Source: an optimization exercise on an open RTL-to-GDS flow (aim: small area, a short achievable clock period and few clock cycles per item). Production flows keep margins and buffers that such runs may drop.
At most, simulation tests tie the RTL to the original design; equivalence was not proved.
The flow treats the clock pin as an ideal source, which a real chip does not have.
No activity file was given, so power comes from the tool's default toggle rates.

the previous run:
## window_stack_hit_test_move_to_front_top
module window_stack_hit_test_move_to_front_top
#(
  parameter int unsigned MAX_WINDOWS = 16,
  parameter int unsigned COORD_BITS  = 12
) (
  input  logic                  clk_i,
  input  logic                  rst_ni,
  input  logic                  in_valid_i,
  output logic                  in_ready_o,
  input  logic                  in_operation_i,
  input  logic [COORD_BITS-1:0] in_x_low_i,
  input  logic [COORD_BITS-1:0] in_y_low_i,
  input  logic [COORD_BITS-1:0] in_x_high_i,
  input  logic [COORD_BITS-1:0] in_y_high_i,
  output logic                  out_valid_o,
  input  logic                  out_ready_i,
  output logic [4:0]            out_window_id_o,
  output logic                  out_ignored_o,
  output logic                  out_store_full_o
);
  localparam int unsigned NW   = MAX_WINDOWS;
  localparam int unsigned ID_W = wsht_pkg::ID_W;
  logic                  busy_q;       
  logic                  ready_q;      
  logic                  accept;
  logic [NW-1:0]         used_q;       
  logic [NW-1:0]         free_first;   
  logic [NW-1:0]         hit_x, hit_y;
  logic                  is_full;
  logic                  is_load;
  assign accept  = in_valid_i && !busy_q;
  assign is_load = (in_operation_i == wsht_pkg::OP_LOAD);
  assign is_full = used_q[NW-1];
  for (genvar i = 0; i < NW; i++) begin : g_slot
    if (i == 0) begin : g_first
  ...
For scale: ~3500 cells after synthesis, ~990 flip-flops, ~62 I/O pins, ~43000 um2 of cells after synthesis.
==> module window_stack_hit_test_move_to_front_top, before the edit <==
module window_stack_hit_test_move_to_front_top
#(
  parameter int unsigned MAX_WINDOWS = 16,
  parameter int unsigned COORD_BITS  = 12
) (
  input  logic                  clk_i,
  input  logic                  rst_ni,
  input  logic                  in_valid_i,
  output logic                  in_ready_o,
  input  logic                  in_operation_i,
  input  logic [COORD_BITS-1:0] in_x_low_i,
  input  logic [COORD_BITS-1:0] in_y_low_i,
  input  logic [COORD_BITS-1:0] in_x_high_i,
  input  logic [COORD_BITS-1:0] in_y_high_i,
  output logic                  out_valid_o,
  input  logic                  out_ready_i,
  output logic [4:0]            out_window_id_o,
  output logic                  out_ignored_o,
  output logic                  out_store_full_o
);
  localparam int unsigned NW   = MAX_WINDOWS;
  localparam int unsigned ID_W = wsht_pkg::ID_W;
  logic                  busy_q;       
  logic                  ready_q;      
  logic                  accept;
  logic [NW-1:0]         used_q;       
  logic [NW-1:0]         free_first;   
  logic [NW-1:0]         hit_x, hit_y;
  logic                  is_full;
  logic                  is_load;
  assign accept  = in_valid_i && !busy_q;
  assign is_load = (in_operation_i == wsht_pkg::OP_LOAD);
  assign is_full = used_q[NW-1];
  for (genvar i = 0; i < NW; i++) begin : g_slot
    if (i == 0) begin : g_first
      assign free_first[i] = !used_q[i];
    end else begin : g_rest
      assign free_first[i] = !used_q[i] && used_q[i-1];
    end
    wsht_cell #(
      .COORD_BITS (COORD_BITS)
    ) u_cell (
      .clk_i   (clk_i),
      .we_i    (accept && is_load && free_first[i]),
      .xl_i    (in_x_low_i),
      .yl_i    (in_y_low_i),
      .xh_i    (in_x_high_i),
      .yh_i    (in_y_high_i),
      .px_i    (in_x_low_i),
      .py_i    (in_y_low_i),
      .hit_x_o (hit_x[i]),
      .hit_y_o (hit_y[i])
    );
  end
  logic [NW-1:0] hx_q, hy_q;    
  logic          s2_click_q;    
  logic          s2_load_q;     
  logic          s2_full_q;     
  always_ff @(posedge clk_i or negedge rst_ni) begin
    if (!rst_ni) begin
      used_q     <= '0;
      s2_click_q <= 1'b0;
      s2_load_q  <= 1'b0;
      s2_full_q  <= 1'b0;
    end else begin
      s2_click_q <= accept && !is_load;
      s2_load_q  <= accept && is_load && !is_full;
      s2_full_q  <= accept && is_load && is_full;
      if (accept && is_load) used_q <= {used_q[NW-2:0], 1'b1};
    end
  end
  always_ff @(posedge clk_i) begin
    hx_q <= hit_x & used_q;
    hy_q <= hit_y;
  end
  logic [NW-1:0] above_q [NW];
  logic [NW-1:0] hit;           
  logic [NW-1:0] newest;        
  logic [NW-1:0] blocked;       
  logic [NW-1:0] top;           
  for (genvar i = 0; i < NW; i++) begin : g_newest
    if (i == NW - 1) begin : g_last
      assign newest[i] = used_q[i];
    end else begin : g_rest
      assign newest[i] = used_q[i] && !used_q[i+1];
    end
  end
  assign hit = hx_q & hy_q;
  always_comb begin
    for (int i = 0; i < NW; i++) begin
      blocked[i] = 1'b0;
      for (int j = 0; j < NW; j++) begin
        if (j < i) blocked[i] = blocked[i] | (hit[j] &  above_q[j][i]);
        if (j > i) blocked[i] = blocked[i] | (hit[j] & ~above_q[i][j]);
      end
    end
  end
  assign top = ({NW{s2_click_q}} & hit & ~blocked) | ({NW{s2_load_q}} & newest);
  for (genvar i = 0; i < NW; i++) begin : g_row
    for (genvar j = i + 1; j < NW; j++) begin : g_col
      always_ff @(posedge clk_i) begin
        above_q[i][j] <= top[i] | (above_q[i][j] & ~top[j]);
      end
    end
  end
  logic          s3_valid_q;
  logic [NW-1:0] top_q;
  logic          s3_ign_q;
  logic          s3_full_q;
  always_ff @(posedge clk_i or negedge rst_ni) begin
    if (!rst_ni) begin
      s3_valid_q <= 1'b0;
    end else begin
      s3_valid_q <= s3_next;
    end
  end
  always_ff @(posedge clk_i) begin
    top_q     <= top;
    s3_ign_q  <= s2_click_q && !(|hit);
    s3_full_q <= s2_full_q;
  end
  logic [ID_W-1:0] res_id;
  always_comb begin
    res_id = '0;
    for (int i = 0; i < NW; i++) begin
      if (top_q[i]) res_id = res_id | ID_W'(i + 1);
    end
  end
  localparam int unsigned QD = 4;
  localparam int unsigned EW = ID_W + 2;
  logic [EW-1:0] q_data [QD];
  logic [QD-1:0] q_valid;
  logic [EW-1:0] sh_data [QD];
  logic [QD-1:0] sh_valid;
  logic [EW-1:0] nx_data [QD];
  logic [QD-1:0] nx_valid;
  logic          pop;
  logic          put;
  assign pop = q_valid[0] && out_ready_i;
  always_comb begin
    for (int k = 0; k < QD; k++) begin
      if (pop) begin
        sh_data[k]  = (k + 1 < QD) ? q_data[(k + 1) % QD] : q_data[k];
        sh_valid[k] = (k + 1 < QD) ? q_valid[(k + 1) % QD] : 1'b0;
      end else begin
        sh_data[k]  = q_data[k];
        sh_valid[k] = q_valid[k];
      end
    end
    put = s3_valid_q;
    for (int k = 0; k < QD; k++) begin
      nx_data[k]  = sh_data[k];
      nx_valid[k] = sh_valid[k];
      if (put && !sh_valid[k]) begin
        nx_data[k]  = {res_id, s3_ign_q, s3_full_q};
        nx_valid[k] = 1'b1;
        put         = 1'b0;
      end
    end
  end
  logic s2_next, s3_next;
  assign s2_next = accept;
  assign s3_next = s2_click_q || s2_load_q || s2_full_q;
  always_ff @(posedge clk_i or negedge rst_ni) begin
    if (!rst_ni) begin
      q_valid <= '0;
      busy_q  <= 1'b0;
      ready_q <= 1'b1;
    end else begin
      q_valid <= nx_valid;
      busy_q  <= nx_valid[QD-1]
              || (nx_valid[QD-2] && (s2_next || s3_next))
              || (nx_valid[QD-3] && s2_next && s3_next);
      ready_q <= !(nx_valid[QD-1]
              || (nx_valid[QD-2] && (s2_next || s3_next))
              || (nx_valid[QD-3] && s2_next && s3_next));
    end
  end
  always_ff @(posedge clk_i) begin
    for (int k = 0; k < QD; k++) q_data[k] <= nx_data[k];
  end
  assign in_ready_o       = ready_q;
  assign out_valid_o      = q_valid[0];
  assign out_window_id_o  = q_data[0][EW-1:2];
  assign out_ignored_o    = q_data[0][1];
  assign out_store_full_o = q_data[0][0];
endmodule
clock: 4.5 ns
lec_check: 0
cap_margin: 20
core_margin: 2
core_utilization: 40
cts_cluster_diameter: 120
cts_cluster_size: 22
place_density: 0.6
setup_slack_margin: 2.3
slew_margin: 20
standard.sh (not shown) runs the stock make flow with config.mk's settings and CLKGATE_MAP_FILE= SYNTH_SCRIPT=/design/flow/synth_recipe.tcl, a recipe that flattens the netlist after the stock synthesis.
==> flow/flow/run.sh <==
#!/bin/bash
# Standard layout (the standard.sh, standard synthesis unchanged) with
# resizer options changed: repair may swap a cell for any footprint, the
# port buffers are plain buffers instead of delay cells, and after CTS the
# setup repair runs a few more passes (flow/post_cts.tcl).
set -uo pipefail
bash standard.sh MATCH_CELL_FOOTPRINT=0 \
  "BUFFER_PORTS_ARGS=-buffer_cell sky130_fd_sc_hd__buf_4" \
  "POST_CTS_TCL=$PWD/flow/post_cts.tcl" \
  finish > standard.log 2>&1
==> flow/flow/post_cts.tcl <==
# Extra setup repair passes after CTS: the single pass in cts.tcl stops
# early, well short of the setup margin. Placement is legalized afterwards.
estimate_parasitics -placement
for {set pass 0} {$pass < 3} {incr pass} {
  repair_timing -setup -setup_margin $::env(SETUP_SLACK_MARGIN) \
    -repair_tns 100 -verbose
}
detailed_placement
check_placement -verbose
estimate_parasitics -placement
report_worst_slack -max
The previous run: flow completed, timing, DRC and antenna clean
Inputs modified between the previous run and the current run:
diff --git a/flow/design.v b/flow/design.v
--- a/flow/design.v
+++ b/flow/design.v
@@ -94,11 +94,10 @@
   output logic                  out_store_full_o
 );
   localparam int unsigned NW   = MAX_WINDOWS;
   localparam int unsigned ID_W = wsht_pkg::ID_W;
   logic                  busy_q;       
-  logic                  ready_q;      
   logic                  accept;
   logic [NW-1:0]         used_q;       
   logic [NW-1:0]         free_first;   
   logic [NW-1:0]         hit_x, hit_y;
   logic                  is_full;
@@ -238,25 +237,21 @@
   assign s3_next = s2_click_q || s2_load_q || s2_full_q;
   always_ff @(posedge clk_i or negedge rst_ni) begin
     if (!rst_ni) begin
       q_valid <= '0;
       busy_q  <= 1'b0;
-      ready_q <= 1'b1;
     end else begin
       q_valid <= nx_valid;
       busy_q  <= nx_valid[QD-1]
               || (nx_valid[QD-2] && (s2_next || s3_next))
               || (nx_valid[QD-3] && s2_next && s3_next);
-      ready_q <= !(nx_valid[QD-1]
-              || (nx_valid[QD-2] && (s2_next || s3_next))
-              || (nx_valid[QD-3] && s2_next && s3_next));
     end
   end
   always_ff @(posedge clk_i) begin
     for (int k = 0; k < QD; k++) q_data[k] <= nx_data[k];
   end
-  assign in_ready_o       = ready_q;
+  assign in_ready_o       = !busy_q;
   assign out_valid_o      = q_valid[0];
   assign out_window_id_o  = q_data[0][EW-1:2];
   assign out_ignored_o    = q_data[0][1];
   assign out_store_full_o = q_data[0][0];
 endmodule
--- outcome ---
- The arithmetic-cell share of the synthesized area counting full adders, half adders and majority gates on the previous run is in line with that on the current run.
- The current run vs. the previous run: compound-gate portion of the synthesized area saw little to no change; number of search-and-repair iterations in the first detailed-routing pass moved down; wire length on met2 now larger; sequential cell area essentially unchanged.
- Comparing the current run with the previous run, the total vias in the final route came out essentially unchanged.
- Of the previous run and the current run, the run reporting the lower critical path depth was the current run.
- Cmp the current run vs the previous run: cell internal power dissipation lower in the current run
- Via count of the first global-routing pass (higher): the current run
Testbench counts of the current run, summed over its fixed seeds: cycles 4,824, items 4,800.
For the previous run, only the layout was checked, not whether the RTL still works.

static timing again, ports no longer ideal:
Ports are ideal in the flow. The routed layouts listed here were re-timed in OpenROAD. Step 1 (the two cells are an assumption about what drives the block):
set clk [get_ports {clk_i}]
set_driving_cell -lib_cell sky130_fd_sc_hd__clkbuf_16 $clk
set_driving_cell -lib_cell sky130_fd_sc_hd__buf_2 [delete_from_list [all_inputs] $clk]
Step 2 also shifts input and output timing later by t, the mid clock arrival at the registers, as if the neighbouring blocks saw the same clock. a / b / c = ideal ports / drivers / drivers and shift; a / b = the first two.
run | t, ns | setup WS [ns] | hold WS [ns] | worst register clock-pin slew, ns | cell pins on the clock port's net
the previous run | 0.738 | 2.249 / 2.167 / 1.429 | 0.112 / 0.087 / 0.369 | 0.10 / 0.10 | 1
the current run | 0.703 | 2.299 / 2.196 / 1.493 | 0.153 / 0.113 / 0.380 | 0.10 / 0.10 | 1
After both steps every run listed still meets setup and hold. For the previous run, which loses most, drivers alone change the setup slack by -0.082 ns; drivers and shift together by -0.820 ns.
